This design comes from an exercise in tuning for small area on the open sky130 flow, not from production work. Power figures rest on the tool's default switching activity, not on a simulated workload.

==> trial 83: inputs <==
==> flow/design.v (excerpt) <==
module rv_pipe (
    input  logic                        clk_i,
    input  logic                        arst_n_i,
    input  logic                        inst_valid_i,
    input  logic [32-1:0]         inst_addr_i,
    input  logic [32-1:0]         inst_i,
    output logic                        wb_we_o,
    output logic [5-1:0]   wb_waddr_o,
    output logic [32-1:0]         wb_wdata_o
);
==> module rv_regfile, before the edit <==
module rv_regfile (
    input  logic                        clk_i,
    input  logic                        arst_n_i,
    input  logic                        rd1_en_i,
    input  logic [5-1:0]   rd1_addr_i,
    input  logic                        rd1_ext_s_i,
    input  logic [32-1:0]         rd1_ext_d_i,
    input  logic                        rd2_en_i,
    input  logic [5-1:0]   rd2_addr_i,
    input  logic                        rd2_ext_s_i,
    input  logic [32-1:0]         rd2_ext_d_i,
    input  logic                        we_i,
    input  logic [5-1:0]   waddr_i,
    input  logic [32-1:0]         wdata_i,
    output logic [32-1:0]         rd1_data_o,
    output logic [32-1:0]         rd2_data_o
);
    logic [32-1:0] regs [1:32-1];
    logic [32-1:1] vld;
    logic [32-1:1] wen;
    logic [32-1:1] rd_ok;    
    logic [32+1:1] sel1, sel2;
    logic                   fwd_ok;
    assign fwd_ok = we_i && waddr_i != '0;
    assign sel1[32]   = rd1_ext_s_i;
    assign sel2[32]   = rd2_ext_s_i;
    assign sel1[32+1] = rd1_en_i && fwd_ok && rd1_addr_i == waddr_i;
    assign sel2[32+1] = rd2_en_i && fwd_ok && rd2_addr_i == waddr_i;
    for (genvar r = 1; r < 32; r++) begin : g_reg
        assign wen[r]   = we_i && waddr_i == r;
        assign rd_ok[r] = vld[r] && !wen[r];
        assign sel1[r]  = rd1_en_i && rd1_addr_i == r && rd_ok[r];
        assign sel2[r]  = rd2_en_i && rd2_addr_i == r && rd_ok[r];
        always_ff @(posedge clk_i or negedge arst_n_i) begin
            if (!arst_n_i)   vld[r] <= 1'b0;
            else if (wen[r]) vld[r] <= 1'b1;
        end
        always_ff @(posedge clk_i) begin
            if (wen[r]) regs[r] <= wdata_i;
        end
    end
    for (genvar i = 0; i < 32; i++) begin : g_bit
        logic [32-1:1] col;
        for (genvar r = 1; r < 32; r++) begin : g_col
            assign col[r] = regs[r][i];
        end
        rv_sel33 u_rd1 (
            .d ({wdata_i[i], rd1_ext_d_i[i], col}),
            .s (sel1),
            .y (rd1_data_o[i])
        );
        rv_sel33 u_rd2 (
            .d ({wdata_i[i], rd2_ext_d_i[i], col}),
            .s (sel2),
            .y (rd2_data_o[i])
        );
    end
endmodule
==> module rv_decode, before the edit <==
module rv_decode (
    input  logic        clk_i,
    input  logic        arst_n_i,
    input  logic        inst_valid_i,
    input  logic [31:0] inst_addr_i,
    input  logic [31:0] inst_i,
    output logic        we_o,        
    output logic        is_op_o,     
    output logic        is_u_o,      
    output logic        is_pc_o,     
    output logic [24:0] fld_o,       
    output logic [31:0] pc_o
);
    logic [6:0] opc;
    logic [2:0] f3;
    logic [6:0] f7;
    logic       f7_base, f7_alt;
    logic       ok;
    assign opc     = inst_i[6:0];
    assign f3      = inst_i[14:12];
    assign f7      = inst_i[31:25];
    assign f7_base = (f7 == 7'b0000000);
    assign f7_alt  = (f7 == 7'b0100000);
    always_comb begin
        case (opc)
            7'b0010011:   ok = (f3 == 3'b001) ? f7_base :
                               (f3 == 3'b101) ? (f7_base | f7_alt) : 1'b1;
            7'b0110011:   ok = f7_base | (f7_alt & (f3 == 3'b000 | f3 == 3'b101));
            7'b0110111:   ok = 1'b1;
            7'b0010111: ok = 1'b1;
            default:      ok = 1'b0;
        endcase
    end
    assign we_o    = inst_valid_i & ok;
    assign is_op_o = opc[5] & opc[4] & ~opc[2];
    assign is_u_o  = opc[2];
    assign is_pc_o = ~opc[5];
    assign fld_o   = inst_i[31:7];
    assign pc_o    = inst_addr_i;
endmodule
export LEC_CHECK = 0
export CAP_MARGIN = 20
export CORE_MARGIN = 2
export CORE_UTILIZATION = 40
export PLACE_DENSITY = 0.6
export SETUP_SLACK_MARGIN = 0.15
export SLEW_MARGIN = 20
export SYNTH_HIERARCHICAL = 1
create_clock -name core_clock -period 6.5 [get_ports {clk_i}]
standard.sh (not shown) runs the stock make flow with config.mk's settings and CLKGATE_MAP_FILE= SYNTH_SCRIPT=/design/flow/synth_recipe.tcl, a recipe that flattens the netlist after the stock synthesis.
==> flow/flow/run.sh <==
#!/bin/bash
# Layout: the standard ORFS flow (standard.sh) with two changes:
#  - clock tree: clkbuf_8 clock buffers, sink clusters of at most 16,
#    and no dummy loads,
#  - port buffers: buf_2 instead of the default delay buffer.
# make's output goes to flow.log; ORFS writes each step's log under orfs/logs.
set -euo pipefail
bash standard.sh \
  "CTS_ARGS=-sink_clustering_enable -repair_clock_nets -dont_use_dummy_load -buf_list sky130_fd_sc_hd__clkbuf_8 -sink_clustering_size 16 -sink_clustering_max_diameter 50" \
  "BUFFER_PORTS_ARGS=-buffer_cell sky130_fd_sc_hd__buf_2" \
  finish > flow.log 2>&1
==> build 15 (differences from trial 83) <==
--- a/flow/design.v
+++ b/flow/design.v
@@ -22,47 +22,42 @@
     input  logic [32-1:0]         wdata_i,
     output logic [32-1:0]         rd1_data_o,
     output logic [32-1:0]         rd2_data_o
 );
     logic [32-1:0] regs [1:32-1];
     logic [32-1:1] vld;
     logic [32-1:1] wen;
-    logic [32-1:1] rd_ok;    
-    logic [32+1:1] sel1, sel2;
-    logic                   fwd_ok;
-    assign fwd_ok = we_i && waddr_i != '0;
-    assign sel1[32]   = rd1_ext_s_i;
-    assign sel2[32]   = rd2_ext_s_i;
-    assign sel1[32+1] = rd1_en_i && fwd_ok && rd1_addr_i == waddr_i;
-    assign sel2[32+1] = rd2_en_i && fwd_ok && rd2_addr_i == waddr_i;
+    logic [32-1:0] sel1, sel2;
+    assign sel1[0] = rd1_ext_s_i;
+    assign sel2[0] = rd2_ext_s_i;
     for (genvar r = 1; r < 32; r++) begin : g_reg
-        assign wen[r]   = we_i && waddr_i == r;
-        assign rd_ok[r] = vld[r] && !wen[r];
-        assign sel1[r]  = rd1_en_i && rd1_addr_i == r && rd_ok[r];
-        assign sel2[r]  = rd2_en_i && rd2_addr_i == r && rd_ok[r];
+        assign wen[r]  = we_i && waddr_i == r;
+        assign sel1[r] = rd1_en_i && rd1_addr_i == r && vld[r];
+        assign sel2[r] = rd2_en_i && rd2_addr_i == r && vld[r];
         always_ff @(posedge clk_i or negedge arst_n_i) begin
             if (!arst_n_i)   vld[r] <= 1'b0;
             else if (wen[r]) vld[r] <= 1'b1;
         end
         always_ff @(posedge clk_i) begin
             if (wen[r]) regs[r] <= wdata_i;
         end
     end
     for (genvar i = 0; i < 32; i++) begin : g_bit
-        logic [32-1:1] col;
+        logic [32-1:0] col;
+        assign col[0] = 1'b0;
         for (genvar r = 1; r < 32; r++) begin : g_col
             assign col[r] = regs[r][i];
         end
-        rv_sel33 u_rd1 (
-            .d ({wdata_i[i], rd1_ext_d_i[i], col}),
+        rv_sel32 u_rd1 (
+            .d ({col[32-1:1], rd1_ext_d_i[i]}),
             .s (sel1),
             .y (rd1_data_o[i])
         );
-        rv_sel33 u_rd2 (
-            .d ({wdata_i[i], rd2_ext_d_i[i], col}),
+        rv_sel32 u_rd2 (
+            .d ({col[32-1:1], rd2_ext_d_i[i]}),
             .s (sel2),
             .y (rd2_data_o[i])
         );
     end
 endmodule
 `default_nettype wire
 `timescale 1ns/1ps
@@ -188,87 +183,61 @@
     input  logic sum_i, shr_i, sh_i, p_i, g_i,
     input  logic s_add_i, s_sll_i, s_sr_i, s_p_i, s_g_i,
     output logic y_o
 );
     assign y_o = (s_add_i & sum_i) | (s_sll_i & shr_i) | (s_sr_i & sh_i)
                | (s_p_i & p_i) | (s_g_i & g_i);
 endmodule
-module rv_alu_res0 (
-    input  logic sum_i, shr_i, sh_i, p_i, g_i,
-    input  logic s_add_i, s_sll_i, s_sr_i, s_p_i, s_g_i,
-    input  logic co_i,      
-    input  logic lt1_i,     
-    input  logic lt0_i,     
-    output logic y_o
-);
-    assign y_o = (s_add_i & sum_i) | (s_sll_i & shr_i) | (s_sr_i & sh_i)
-               | (s_p_i & p_i) | (s_g_i & g_i) | (co_i ? lt1_i : lt0_i);
-endmodule
 module rv_execute (
     input  logic [2:0]  f3_i,
     input  logic        alt_i,     
     input  logic [31:0] op1_i,
     input  logic [31:0] op2_i,
     output logic [31:0] result_o
 );
     logic        sub;
-    logic [31:0] g, p, c, sum, sh;
-    logic        lt1, lt0;
+    logic [31:0] g, p, c, sum, sh, res;
+    logic        lt, ltu;
     logic        s_add, s_sll, s_sr, s_p, s_g, s_slt, s_sltu;
     assign sub = alt_i | (f3_i[2:1] == 2'b01);
     rv_alu_gp u_gp (.a_i (op1_i), .b_i (op2_i), .inv_i (sub), .g_o (g), .p_o (p));
     rv_alu_bk u_bk (.g_i (g), .p_i (p), .cin_i (sub), .c_o (c));
     assign sum = p ^ {c[30:0], sub};
-    assign lt1 = s_slt & ~p[31];
-    assign lt0 = (s_slt & p[31]) | s_sltu;
+    assign ltu = ~c[31];
+    assign lt  = (op1_i[31] ^ op2_i[31]) ? op1_i[31] : sum[31];
     rv_alu_shift u_sh (
         .a_i     (op1_i),
         .sh_i    (op2_i[4:0]),
         .left_i  (~f3_i[2]),
         .arith_i (alt_i),
         .y_o     (sh)
     );
     assign s_add  = (f3_i == 3'b000);
     assign s_sll  = (f3_i == 3'b001);
     assign s_slt  = (f3_i == 3'b010);
     assign s_sltu = (f3_i == 3'b011);
     assign s_sr   = (f3_i == 3'b101);
     assign s_p    = (f3_i == 3'b100) | (f3_i == 3'b110);
     assign s_g    = (f3_i == 3'b111) | (f3_i == 3'b110);
-    rv_alu_res0 u_res0 (
-        .sum_i   (sum[0]),
-        .shr_i   (sh[31]),
-        .sh_i    (sh[0]),
-        .p_i     (p[0]),
-        .g_i     (g[0]),
-        .s_add_i (s_add),
-        .s_sll_i (s_sll),
-        .s_sr_i  (s_sr),
-        .s_p_i   (s_p),
-        .s_g_i   (s_g),
-        .co_i    (c[31]),
-        .lt1_i   (lt1),
-        .lt0_i   (lt0),
-        .y_o     (result_o[0])
-    );
-    for (genvar i = 1; i < 32; i++) begin : g_res
+    for (genvar i = 0; i < 32; i++) begin : g_res
         rv_alu_res u_res (
             .sum_i   (sum[i]),
             .shr_i   (sh[31-i]),
             .sh_i    (sh[i]),
             .p_i     (p[i]),
             .g_i     (g[i]),
             .s_add_i (s_add),
             .s_sll_i (s_sll),
             .s_sr_i  (s_sr),
             .s_p_i   (s_p),
             .s_g_i   (s_g),
-            .y_o     (result_o[i])
+            .y_o     (res[i])
         );
     end
+    assign result_o = {res[31:1], res[0] | (s_slt & lt) | (s_sltu & ltu)};
 endmodule
 `default_nettype wire
 `timescale 1ns/1ps
 `default_nettype none
 module rv_retire (
     input  logic                        clk_i,
     input  logic                        arst_n_i,
@@ -347,42 +316,14 @@
 module rv_mux2i (
     input  logic a, b, s,
     output logic y
 );
     assign y = ~(s ? b : a);
 endmodule
 `default_nettype wire
-`default_nettype none
-module rv_or3 (
-    input  logic a, b, c,
-    output logic y
-);
-    assign y = a | b | c;
-endmodule
-module rv_sel33 (
-    input  logic [32:0] d,
-    input  logic [32:0] s,
-    output logic        y
-);
-    logic [10:0] n;
-    logic        x0, x1, x2;
-    for (genvar k = 0; k < 11; k++) begin : g_aoi
-        rv_aoi222 u_aoi (
-            .a1 (d[3*k]),   .a2 (s[3*k]),
-            .b1 (d[3*k+1]), .b2 (s[3*k+1]),
-            .c1 (d[3*k+2]), .c2 (s[3*k+2]),
-            .y  (n[k])
-        );
-    end
-    rv_nand4 u_x0 (.a (n[0]), .b (n[1]), .c (n[2]),  .d (n[3]), .y (x0));
-    rv_nand4 u_x1 (.a (n[4]), .b (n[5]), .c (n[6]),  .d (n[7]), .y (x1));
-    rv_nand3 u_x2 (.a (n[8]), .b (n[9]), .c (n[10]), .y (x2));
-    rv_or3   u_or (.a (x0), .b (x1), .c (x2), .y (y));
-endmodule
-`default_nettype wire
 `timescale 1ns/1ps
 `default_nettype none
 module rv_pipe (
     input  logic                        clk_i,
     input  logic                        arst_n_i,
     input  logic                        inst_valid_i,
     input  logic [32-1:0]         inst_addr_i,
@@ -424,17 +365,17 @@
         .rd1_addr_i  (rs1),
         .rd1_ext_s_i (is_u & is_pc),
         .rd1_ext_d_i (pc),
         .rd2_en_i    (is_op),
         .rd2_addr_i  (rs2),
         .rd2_ext_s_i (~is_op),
         .rd2_ext_d_i (imm),
-        .we_i        (wb_we_o),
-        .waddr_i     (wb_waddr_o),
-        .wdata_i     (wb_wdata_o),
+        .we_i       (we),
+        .waddr_i    (rd),
+        .wdata_i    (result),
         .rd1_data_o (rdata1),
         .rd2_data_o (rdata2)
     );
     assign op1 = rdata1;
     assign op2 = rdata2;
     rv_execute u_execute (
         .f3_i     (f3),
==> flow/run.sh (new file) <==
#!/bin/bash
# synth_recipe.tcl (not shown) runs the flow's synth.tcl, then flattens the netlist and writes it again
# the make line also repeats each setting of config.mk as NAME=value (left out here)
make -C /OpenROAD-flow-scripts/flow DESIGN_CONFIG=/design/flow/config.mk WORK_HOME=/design/flow/orfs CLKGATE_MAP_FILE= SYNTH_SCRIPT=/design/flow/synth_recipe.tcl finish
==> flow/config.mk (replaced) <==
export PLATFORM = sky130hd
export DESIGN_NAME = rv_pipe
export DESIGN_NICKNAME = rv_pipe
export VERILOG_FILES = /design/flow/design.v
export SDC_FILE = /design/flow/constraint.sdc
export NUM_CORES = 8
export LEC_CHECK = 0
export CAP_MARGIN = 20
export CORE_MARGIN = 2
export CORE_UTILIZATION = 55
export CTS_BUF_LIST = sky130_fd_sc_hd__clkbuf_4
export PLACE_DENSITY = 0.7
export SLEW_MARGIN = 20
export SYNTH_HIERARCHICAL = 1
removed: flow/flow/run.sh
removed: flow/standard.sh
==> build 54 (differences from trial 83) <==
--- a/flow/design.v
+++ b/flow/design.v
@@ -2,14 +2,43 @@
 `default_nettype none
 package rv_pipe_pkg;
     typedef logic [32-1:0] word_t;
 endpackage
 `default_nettype wire
 `timescale 1ns/1ps
 `default_nettype none
+module rv_rdhalf (
+    input  logic [3:0]                  hi_i,
+    input  logic [7:0]                  lo_i,
+    input  logic [32-1:1]      rd_ok_i,
+    input  logic                        ext_s_i,
+    input  logic                        fwd_s_i,
+    input  logic [16*(32-1)-1:0] regs_i,    
+    input  logic [15:0]                 ext_d_i,
+    input  logic [15:0]                 fwd_d_i,
+    output logic [15:0]                 data_o
+);
+    logic [32+1:1] sel;
+    for (genvar r = 1; r < 32; r++) begin : g_sel
+        assign sel[r] = hi_i[r/8] & lo_i[r%8] & rd_ok_i[r];
+    end
+    assign sel[32]   = ext_s_i;
+    assign sel[32+1] = fwd_s_i;
+    for (genvar i = 0; i < 16; i++) begin : g_bit
+        logic [32-1:1] col;
+        for (genvar r = 1; r < 32; r++) begin : g_col
+            assign col[r] = regs_i[(r-1)*16+i];
+        end
+        rv_sel33 u_sel (
+            .d ({fwd_d_i[i], ext_d_i[i], col}),
+            .s (sel),
+            .y (data_o[i])
+        );
+    end
+endmodule
 module rv_regfile (
     input  logic                        clk_i,
     input  logic                        arst_n_i,
     input  logic                        rd1_en_i,
     input  logic [5-1:0]   rd1_addr_i,
     input  logic                        rd1_ext_s_i,
     input  logic [32-1:0]         rd1_ext_d_i,
@@ -23,48 +52,64 @@
     output logic [32-1:0]         rd1_data_o,
     output logic [32-1:0]         rd2_data_o
 );
     logic [32-1:0] regs [1:32-1];
     logic [32-1:1] vld;
     logic [32-1:1] wen;
     logic [32-1:1] rd_ok;    
-    logic [32+1:1] sel1, sel2;
-    logic                   fwd_ok;
+    logic [3:0]             hi1, hi2;
+    logic [7:0]             lo1, lo2;
+    logic                   fwd_ok, fwd1, fwd2;
+    logic [16*(32-1)-1:0] half [0:1];
     assign fwd_ok = we_i && waddr_i != '0;
-    assign sel1[32]   = rd1_ext_s_i;
-    assign sel2[32]   = rd2_ext_s_i;
-    assign sel1[32+1] = rd1_en_i && fwd_ok && rd1_addr_i == waddr_i;
-    assign sel2[32+1] = rd2_en_i && fwd_ok && rd2_addr_i == waddr_i;
+    assign fwd1   = rd1_en_i && fwd_ok && rd1_addr_i == waddr_i;
+    assign fwd2   = rd2_en_i && fwd_ok && rd2_addr_i == waddr_i;
+    for (genvar k = 0; k < 4; k++) begin : g_hi
+        assign hi1[k] = rd1_en_i && rd1_addr_i[4:3] == k;
+        assign hi2[k] = rd2_en_i && rd2_addr_i[4:3] == k;
+    end
+    for (genvar k = 0; k < 8; k++) begin : g_lo
+        assign lo1[k] = rd1_addr_i[2:0] == k;
+        assign lo2[k] = rd2_addr_i[2:0] == k;
+    end
     for (genvar r = 1; r < 32; r++) begin : g_reg
         assign wen[r]   = we_i && waddr_i == r;
         assign rd_ok[r] = vld[r] && !wen[r];
-        assign sel1[r]  = rd1_en_i && rd1_addr_i == r && rd_ok[r];
-        assign sel2[r]  = rd2_en_i && rd2_addr_i == r && rd_ok[r];
         always_ff @(posedge clk_i or negedge arst_n_i) begin
             if (!arst_n_i)   vld[r] <= 1'b0;
             else if (wen[r]) vld[r] <= 1'b1;
         end
         always_ff @(posedge clk_i) begin
             if (wen[r]) regs[r] <= wdata_i;
         end
+        assign half[0][(r-1)*16 +: 16] = regs[r][15:0];
+        assign half[1][(r-1)*16 +: 16] = regs[r][31:16];
     end
-    for (genvar i = 0; i < 32; i++) begin : g_bit
-        logic [32-1:1] col;
-        for (genvar r = 1; r < 32; r++) begin : g_col
-            assign col[r] = regs[r][i];
-        end
-        rv_sel33 u_rd1 (
-            .d ({wdata_i[i], rd1_ext_d_i[i], col}),
-            .s (sel1),
-            .y (rd1_data_o[i])
+    for (genvar h = 0; h < 2; h++) begin : g_half
+        rv_rdhalf u_rd1 (
+            .hi_i    (hi1),
+            .lo_i    (lo1),
+            .rd_ok_i (rd_ok),
+            .ext_s_i (rd1_ext_s_i),
+            .fwd_s_i (fwd1),
+            .regs_i  (half[h]),
+            .ext_d_i (rd1_ext_d_i[16*h +: 16]),
+            .fwd_d_i (wdata_i[16*h +: 16]),
+            .data_o  (rd1_data_o[16*h +: 16])
         );
-        rv_sel33 u_rd2 (
-            .d ({wdata_i[i], rd2_ext_d_i[i], col}),
-            .s (sel2),
-            .y (rd2_data_o[i])
+        rv_rdhalf u_rd2 (
+            .hi_i    (hi2),
+            .lo_i    (lo2),
+            .rd_ok_i (rd_ok),
+            .ext_s_i (rd2_ext_s_i),
+            .fwd_s_i (fwd2),
+            .regs_i  (half[h]),
+            .ext_d_i (rd2_ext_d_i[16*h +: 16]),
+            .fwd_d_i (wdata_i[16*h +: 16]),
+            .data_o  (rd2_data_o[16*h +: 16])
         );
     end
 endmodule
 `default_nettype wire
 `timescale 1ns/1ps
 `default_nettype none
 module rv_decode (
@@ -96,20 +141,25 @@
                                (f3 == 3'b101) ? (f7_base | f7_alt) : 1'b1;
             7'b0110011:   ok = f7_base | (f7_alt & (f3 == 3'b000 | f3 == 3'b101));
             7'b0110111:   ok = 1'b1;
             7'b0010111: ok = 1'b1;
             default:      ok = 1'b0;
         endcase
     end
-    assign we_o    = inst_valid_i & ok;
-    assign is_op_o = opc[5] & opc[4] & ~opc[2];
-    assign is_u_o  = opc[2];
-    assign is_pc_o = ~opc[5];
-    assign fld_o   = inst_i[31:7];
-    assign pc_o    = inst_addr_i;
+    always_ff @(posedge clk_i or negedge arst_n_i) begin
+        if (!arst_n_i) we_o <= 1'b0;
+        else           we_o <= inst_valid_i & ok;
+    end
+    always_ff @(posedge clk_i) begin
+        is_op_o <= opc[5] & opc[4] & ~opc[2];
+        is_u_o  <= opc[2];
+        is_pc_o <= ~opc[5];
+        fld_o   <= inst_i[31:7];
+        pc_o    <= inst_addr_i;
+    end
 endmodule
 `default_nettype wire
 `timescale 1ns/1ps
 `default_nettype none
 module rv_alu_gp (
     input  logic [31:0] a_i,
     input  logic [31:0] b_i,
==> flow/flow/run.sh (replaced) <==
#!/bin/bash
# Layout: the standard ORFS flow (standard.sh) with two changes:
#  - clock tree: clkbuf_4 clock buffers, sink clusters of at most 9 within
#    40 um, and no dummy loads,
#  - port buffers: buf_1 instead of the default delay buffer.
# make's output goes to flow.log; ORFS writes each step's log under orfs/logs.
set -euo pipefail
bash standard.sh \
  "CTS_ARGS=-sink_clustering_enable -repair_clock_nets -dont_use_dummy_load -buf_list sky130_fd_sc_hd__clkbuf_4 -sink_clustering_size 9 -sink_clustering_max_diameter 40" \
  "BUFFER_PORTS_ARGS=-buffer_cell sky130_fd_sc_hd__buf_1" \
  finish > flow.log 2>&1
--- a/flow/config.mk
+++ b/flow/config.mk
@@ -5,10 +5,10 @@
 export SDC_FILE = /design/flow/constraint.sdc
 export NUM_CORES = 8
 export LEC_CHECK = 0
 export CAP_MARGIN = 20
 export CORE_MARGIN = 2
 export CORE_UTILIZATION = 40
 export PLACE_DENSITY = 0.6
-export SETUP_SLACK_MARGIN = 0.15
+export SETUP_SLACK_MARGIN = 0.05
 export SLEW_MARGIN = 20
 export SYNTH_HIERARCHICAL = 1
==> summary of the runs <==
Worst setup slack, lowest first: build 15, build 54, trial 83.
First-iteration DRC count: build 54 < build 15 < trial 83.
Power, highest first: build 15, trial 83, build 54.
In build 54 the register-to-register slack is lower than in build 15, by 0.66 ns.
In flip-flop and latch count, trial 83 and build 15 do not differ.
In trial 83 the synthesized cell count is smaller than in build 54, by 2.2%.
Trial 83 produced a layout that fails on max-capacitance violations, max-slew violations. Build 54 produced a clean layout. Build 15 produced a layout that fails on negative setup slack.
The highest worst hold slack belongs to build 15, the lowest to build 54.
Between build 15 and trial 83, the lower clock-buffer cell count is in trial 83 (gap 294).
Of trial 83 and build 15, build 15 has the higher final area (gap 4.5%, measured against build 15).
Sequential share of layout area, highest first: build 54, trial 83, build 15.
==> figures <==
                                                                                        build 15                                         trial 83    build 54
Status                                                                  finished with violations                         finished with violations  no timing/DRC/antenna violations
Reasons for failing layout checks                                           negative setup slack  max-capacitance violations, max-slew violations           -
Met3 routed wirelength                                                                  31500 µm                                         26600 µm    27600 µm
Fillers                                                                                     5689                                             9668       10400
Clock period minus worst slack                                                           6.63 ns                                          6.18 ns     6.29 ns
Fraction of standard cell area in multi-input logic                                        25.0%                                            27.9%       28.7%
Clock slew seen by the registers of the worst setup and hold paths                       0.06 ns                                          0.08 ns     0.10 ns
Count of final max-slew check failures                                                         0                                                2           0
Register-to-Register Setup Slack                                                         0.87 ns                                          0.45 ns     0.21 ns
Cell variety after synth                                                                      59                                               59          60
Initial core utilization                                                                   55.4%                                            40.4%       40.4%
Fraction of the cycle the final worst path needs                                            102%                                            95.0%       96.8%
Overall Global Routing Usage                                                               42.8%                                            31.4%       28.4%
Worst Min Path Start                                                u_regfile.vld[6]$_DFFE_PN0P_                   u_retire.wb_wdata_o[9]$_DFF_P_  inst_i[10]
Sequential cell count of the final layout                                                   1061                                             1061        1122
Count of mapped cells out of synthesis                                                      2858                                             2882        2947
Crit path buffers/inverters                                                                    8                                                8           1
Maximum number of pins on one net before global-route repair                                  38                                               35          37
Final area over synthesized area                                                          1.253x                                           1.196x      1.102x
Number of nets in the synthesized netlist                                                   2957                                             2981        3046
Area share of buffers outside the clock network                                            12.6%                                            9.30%       3.15%
Arr. time, crit path                                                                     7.46 ns                                          6.86 ns     7.19 ns
No functional check of the RTL was part of any run of this note.

-- what the ideal ports hide --
In the flow no input, the clock included, has a driving cell. The finished layouts below were timed again as built, in two steps.
Step 1 (the two cells are an assumption about what drives the block):
set clk [get_ports {clk_i}]
set_driving_cell -lib_cell sky130_fd_sc_hd__clkbuf_16 $clk
set_driving_cell -lib_cell sky130_fd_sc_hd__buf_2 [delete_from_list [all_inputs] $clk]
Step 2 adds t to the input delays and takes it off the output delays; t is the mean of the earliest and latest rising clock arrival at the registers after step 1. Input paths then give back, and output paths get back, about the clock's delay inside the block.
Slacks: ideal / step 1 / step 2; pairs: ideal / step 1.
run	t (ns)	setup slack, ns	worst setup path after step 2
trial 83	0.850	0.323 / 0.359 / -0.491	input to register
build 15	1.198	-0.133 / -0.094 / -1.292	input to register
build 54	1.150	0.206 / 0.206 / 0.206	register to register
The setup slack of build 15, which loses most, moves by +0.039 ns with the drivers and by -1.159 ns with both steps.
